From an optimization exercise on the open Yosys and OpenROAD flow, aimed at small area, a short achievable clock period and few clock cycles; shortcuts taken in it are not production practice. Function was checked by simulation only, so behaviour that the tests miss may differ from the original. Power and IR drop assume default switching activity.

==> flow/design.v (excerpt) <==
module bmp_row_to_rgb565_blend_top (
    input  logic         aclk,
    input  logic         aresetn,
    input  logic         cfg_valid,
    output logic         cfg_ready,
    input  logic [1:0]   cfg_index,
    input  logic [15:0]  cfg_data,
    input  logic         s_valid,
    output logic         s_ready,
    input  logic [7:0]   s_data_byte,
    output logic         m_valid,
    input  logic         m_ready,
    output logic [15:0]  m_pixel_rgb565,
    output logic         m_row_last
);
Size: about 51 I/O pins.
Settings: LEC_CHECK=0, CAP_MARGIN=20, CORE_MARGIN=2, CORE_UTILIZATION=55, SETUP_SLACK_MARGIN=5, SLEW_MARGIN=20; clock period 8.0 ns.
standard.sh (not shown) runs the stock make flow with config.mk's settings and CLKGATE_MAP_FILE= SYNTH_SCRIPT=/design/flow/synth_recipe.tcl, a recipe that flattens the netlist after the stock synthesis.
==> flow/flow/run.sh <==
#!/bin/bash
set -euo pipefail
MARGIN=5.3
sed -e "s/SETUP_SLACK_MARGIN=[0-9.]*/SETUP_SLACK_MARGIN=${MARGIN}/" standard.sh > standard_tight.sh
grep -q "SETUP_SLACK_MARGIN=${MARGIN}" standard_tight.sh
export BUFFER_PORTS_ARGS="-buffer_cell sky130_fd_sc_hd__buf_2"
bash standard_tight.sh > flow_make.log 2>&1
test -s out/final.def
The baseline completed with no timing, DRC or antenna violations.
Testbench counts at the start, summed over its fixed seeds: cycles 149,051.
Then changed:
==> flow/run.sh (new file) <==
#!/bin/bash
# synth_recipe.tcl (not shown) runs the flow's synth.tcl, then flattens the netlist and writes it again
# the make line also repeats each setting of config.mk as NAME=value (left out here)
make -C /OpenROAD-flow-scripts/flow DESIGN_CONFIG=/design/flow/config.mk WORK_HOME=/design/flow/orfs CLKGATE_MAP_FILE= SYNTH_SCRIPT=/design/flow/synth_recipe.tcl finish
CORE_UTILIZATION = 40   (was 55)
CTS_BUF_LIST = sky130_fd_sc_hd__clkbuf_8   (was unset)
removed: flow/flow/run.sh
removed: flow/standard.sh
Maximum frequency fell by 5.0%.
Design area fell by 1.3%.
Combinational power fell by 12%.
Critical path depth fell by 8.
Core utilization fell by 18 points.
Die area rose by 36%.
Hold slack improves by 0.012 ns.
Then changed:
==> flow/flow/run.sh (new file) <==
#!/bin/bash
set -euo pipefail
MARGIN=5.3
sed -e "s/SETUP_SLACK_MARGIN=[0-9.]*/SETUP_SLACK_MARGIN=${MARGIN}/" standard.sh > standard_tight.sh
grep -q "SETUP_SLACK_MARGIN=${MARGIN}" standard_tight.sh
export BUFFER_PORTS_ARGS="-buffer_cell sky130_fd_sc_hd__buf_1"
bash standard_tight.sh > flow_make.log 2>&1
test -s out/final.def
==> flow/standard.sh (new file) <==
#!/bin/bash
# synth_recipe.tcl (not shown) runs the flow's synth.tcl, then flattens the netlist and writes it again
# the make line also repeats each setting of config.mk as NAME=value (left out here)
make -C /OpenROAD-flow-scripts/flow DESIGN_CONFIG=/design/flow/config.mk WORK_HOME=/design/flow/orfs CLKGATE_MAP_FILE= SYNTH_SCRIPT=/design/flow/synth_recipe.tcl "${@:-finish}"
CTS_BUF_LIST = unset   (was sky130_fd_sc_hd__clkbuf_8)
removed: flow/run.sh
Core utilization came out higher by 0.99 points.
Die area stays the same.
Design area rose by 2.2%.
Cell count goes up by 1.7%.
Non-clock buffer count rises by 29.
Area after synthesis does not change.
Clock power came out higher by 30%.
Fmax increases by 7.6%.
Then changed:
==> flow/flow/run.sh (replaced) <==
#!/bin/bash
set -euo pipefail
MARGIN=5.5
sed -e "s/SETUP_SLACK_MARGIN=[0-9.]*/SETUP_SLACK_MARGIN=${MARGIN}/" standard.sh > standard_tight.sh
grep -q "SETUP_SLACK_MARGIN=${MARGIN}" standard_tight.sh
export BUFFER_PORTS_ARGS="-buffer_cell sky130_fd_sc_hd__buf_2"
bash standard_tight.sh > flow_make.log 2>&1
test -s out/final.def
Sequential share of layout area shrinks by 2.2 points; core utilization rose by 3.3 points; via count goes up by 2.3%; worst setup slack is better by 0.012 ns; die area is unchanged; area after synthesis stays the same; wire length came out higher by 4.6%; global-route usage increases by 0.84 points.
Then changed:
==> flow/run.sh (new file) <==
#!/bin/bash
# synth_recipe.tcl (not shown) runs the flow's synth.tcl, then flattens the netlist and writes it again
# the make line also repeats each setting of config.mk as NAME=value (left out here)
make -C /OpenROAD-flow-scripts/flow DESIGN_CONFIG=/design/flow/config.mk WORK_HOME=/design/flow/orfs CLKGATE_MAP_FILE= SYNTH_SCRIPT=/design/flow/synth_recipe.tcl finish
CTS_BUF_LIST = sky130_fd_sc_hd__clkbuf_4 sky130_fd_sc_hd__clkbuf_8   (was unset)
CTS_CLUSTER_SIZE = 30   (was unset)
removed: flow/flow/run.sh
removed: flow/standard.sh
Result: The changed run went through all stages and came out clean; cell count decreases by 3.9%; routed wire length decreases by 6.7%; first-iteration DRC count decreases by 11%; global-route usage decreases by 0.83 points; register-to-register slack got worse by 0.15 ns; critical path depth decreases by 8.

==> afterwards: timing with drivers on the ports <==
The flow's constraints put no driver on any port. The routed layouts listed below were extracted and timed again, unchanged, in two steps.
Step 1 assumes that a clkbuf_16 drives the clock port and a buf_2 every other input.
Step 2 also shifts input and output timing later by t, the mid clock arrival at the registers, as if the neighbouring blocks saw the same clock.
a / b / c = no drivers / after step 1 / after step 2; a / b = the first two.
run | shift t [ns] | setup WS [ns] | slew at the worst register clock pin (ns) | worst data-port slew with drivers (ns) | pins driven straight from the clock port
the first run | 0.489 | 5.210 / 5.210 / 4.829 | 0.09 / 0.09 | 0.05 | 1
the second run | 0.520 | 5.064 / 5.030 / 4.544 | 0.12 / 0.12 | 0.06 | 1
the third run | 0.476 | 5.270 / 5.270 / 4.820 | 0.08 / 0.08 | 0.09 | 1
the fourth run | 0.484 | 5.282 / 5.282 / 4.825 | 0.08 / 0.08 | 0.09 | 1
the fifth run | 0.520 | 5.064 / 5.030 / 4.544 | 0.12 / 0.12 | 0.06 | 1
After both steps setup and hold are still met in every run listed.
